Source: an optimization exercise on an open RTL-to-GDS flow (aim: small area and a short achievable clock period). Production flows keep margins and buffers that such runs may drop. Where RTL was checked, it was by simulation tests only, not by an equivalence proof against the original. Power is estimated from default activity; no workload was simulated.

## coproc_top
module coproc_top (
  input  logic                CLOCK_50,
  input  logic                hps_fpga_reset_n,
  input  logic [word_w-1:0]   in_readdata,
  input  logic                in_waitrequest,
  output logic                in_read,
  output logic [word_w-1:0]   out_writedata,
  output logic                out_write,
  input  logic                out_waitrequest,
  input  logic [2:0]          reset_req,
  output logic                cold_reset,
  output logic                warm_reset,
  output logic                debug_reset,
  output logic [uptime_w-1:0] status_count,
  output logic [led_w-1:0]    ledr
);
For scale: about 200 flip-flops, ~120 I/O pins, about 13000 sq um of cells after synthesis.
clock: 6.8 ns
lec_check: 0
cap_margin: 20
core_margin: 2
core_utilization: 65
cts_cluster_diameter: 150
cts_cluster_size: 30
setup_slack_margin: 3.7
slew_margin: 20
synth_hierarchical: 1
standard.sh (not shown) runs the stock make flow with config.mk's settings and CLKGATE_MAP_FILE= SYNTH_SCRIPT=/design/flow/synth_recipe.tcl, a recipe that flattens the netlist after the stock synthesis.
==> flow/flow/run.sh <==
#!/bin/bash
# Layout flow: the standard ORFS flow, with the port buffers that the
# placement step inserts made from sky130_fd_sc_hd__buf_1, which the timing
# repair may then resize, instead of the delay-cell buffer the resizer picks;
# and with ORFS's power recovery after global routing, which downsizes gates
# on paths that keep positive slack.
set -euo pipefail
bash standard.sh "BUFFER_PORTS_ARGS=-buffer_cell sky130_fd_sc_hd__buf_1" RECOVER_POWER=100 finish > orfs_make.log 2>&1
The baseline completed, yet does not pass: max-capacitance violations, max-slew violations.
Then changed:
==> flow/flow/run.sh (replaced) <==
#!/bin/bash
# Layout flow: the standard ORFS flow, with the port buffers that the
# placement step inserts made from sky130_fd_sc_hd__buf_1, which the timing
# repair may then resize, instead of the delay-cell buffer the resizer picks.
set -euo pipefail
bash standard.sh "BUFFER_PORTS_ARGS=-buffer_cell sky130_fd_sc_hd__buf_1" finish > orfs_make.log 2>&1
--- a/flow/config.mk
+++ b/flow/config.mk
@@ -8,7 +8,7 @@
 export CAP_MARGIN = 20
 export CORE_MARGIN = 2
-export CORE_UTILIZATION = 65
-export CTS_CLUSTER_DIAMETER = 150
-export CTS_CLUSTER_SIZE = 30
+export CORE_UTILIZATION = 75
+export CTS_CLUSTER_DIAMETER = 100
+export CTS_CLUSTER_SIZE = 24
 export SETUP_SLACK_MARGIN = 3.7
 export SLEW_MARGIN = 20
=> The new run finished clean; total power went up by 5.3%; synthesized area does not change; hold slack is worse by 10 ps; setup slack gets better by 1300 ps.
Then changed:
--- a/flow/config.mk
+++ b/flow/config.mk
@@ -8,8 +8,9 @@
 export CAP_MARGIN = 20
 export CORE_MARGIN = 2
-export CORE_UTILIZATION = 75
-export CTS_CLUSTER_DIAMETER = 100
-export CTS_CLUSTER_SIZE = 24
-export SETUP_SLACK_MARGIN = 3.7
+export CORE_UTILIZATION = 60
+export CTS_CLUSTER_DIAMETER = 150
+export CTS_CLUSTER_SIZE = 30
+export SETUP_SLACK_MARGIN = 3.55
 export SLEW_MARGIN = 20
 export SYNTH_HIERARCHICAL = 1
+export TNS_END_PERCENT = 5
After rerunning: The new run finished clean. Wire length decreases by 6.7%. Non-clock buffer count came out lower by 36. Synthesized area is unchanged. Cell area drops by 3.1%. Global-route usage shrinks by 7.2 points. Power fell by 9.3%. Via count drops by 5.5%. Critical path depth went down by 6. Utilization goes down by 19 points. Combinational power is lower by 14%.

---

== violet ==
Another version of the RTL of coproc_top (not shown whole).
For scale: about 190 flip-flops, about 120 I/O pins, about 13,000 sq um of cells after synthesis.
export LEC_CHECK = 0
export ABC_CLOCK_PERIOD_IN_PS = 3500
export CAP_MARGIN = 20
export CORE_MARGIN = 2
export CORE_UTILIZATION = 55
export SETUP_SLACK_MARGIN = 3.0
export SLEW_MARGIN = 20
create_clock -name core_clock -period 6.8 [get_ports {CLOCK_50}]
run.sh (not shown) runs the stock make flow with config.mk's settings and CLKGATE_MAP_FILE= SYNTH_SCRIPT=/design/flow/synth_recipe.tcl, a recipe that flattens the netlist after the stock synthesis.
Stock flow here: none of the scripts above is used.
The flow did not stop early for violet: all stages ran, and the layout cleared the timing, DRC and antenna checks.
The following lists how delta was set up differently from violet:
# violet
export LEC_CHECK = 0
export ABC_CLOCK_PERIOD_IN_PS = 3500
export CAP_MARGIN = 20
export CORE_MARGIN = 2
export CORE_UTILIZATION = 55
export SETUP_SLACK_MARGIN = 3.0
export SLEW_MARGIN = 20
create_clock -name core_clock -period 6.8 [get_ports {CLOCK_50}]
# delta
export LEC_CHECK = 0
export ABC_CLOCK_PERIOD_IN_PS = 3500
export CAP_MARGIN = 20
export CORE_MARGIN = 2
export CORE_UTILIZATION = 55
export SETUP_SLACK_MARGIN = 3.4
export SLEW_MARGIN = 20
create_clock -name core_clock -period 6.8 [get_ports {CLOCK_50}]
Results
[compare] base=violet new=delta: maximum VDD drop has decreased, worst setup slack has increased. Compared with violet, delta shows a tightest slew margin relative to the limit that is 15 points higher.
Function was not checked in any run of this note: the RTL went through the layout flow alone.

==> afterwards: timing with drivers on the ports <==
Ports are ideal in the flow. The routed layouts listed here were re-timed in OpenROAD.
Step 1 (the two cells are an assumption about what drives the block):
set clk [get_ports {CLOCK_50}]
set_driving_cell -lib_cell sky130_fd_sc_hd__clkbuf_16 $clk
set_driving_cell -lib_cell sky130_fd_sc_hd__buf_2 [delete_from_list [all_inputs] $clk]
Step 2 adds t to the input delays and takes it off the output delays; t is the mean of the earliest and latest rising clock arrival at the registers after step 1. Input paths then give back, and output paths get back, about the clock's delay inside the block.
Slacks: no drivers / after step 1 / after step 2; pairs: no drivers / after step 1.
run | shift t [ns] | setup slack, ns | worst hold slack (ns) | worst register clock-pin slew, ns
the first run of note 1 | 0.516 | 2.357 / 2.384 / 1.868 | 0.397 / 0.397 / 0.397 | 0.11 / 0.11
the second run of note 1 | 0.513 | 3.690 / 3.677 / 3.164 | 0.387 / 0.387 / 0.387 | 0.10 / 0.10
the third run of note 1 | 0.520 | 3.617 / 3.596 / 3.327 | 0.395 / 0.395 / 0.395 | 0.11 / 0.11
violet | 0.484 | 3.155 / 3.155 / 3.155 | 0.380 / 0.380 / 0.380 | 0.09 / 0.09
delta | 0.485 | 3.505 / 3.482 / 3.482 | 0.386 / 0.386 / 0.386 | 0.08 / 0.08
For the second run of note 1, which loses most, drivers alone change the setup slack by -0.013 ns; drivers and shift together by -0.526 ns.
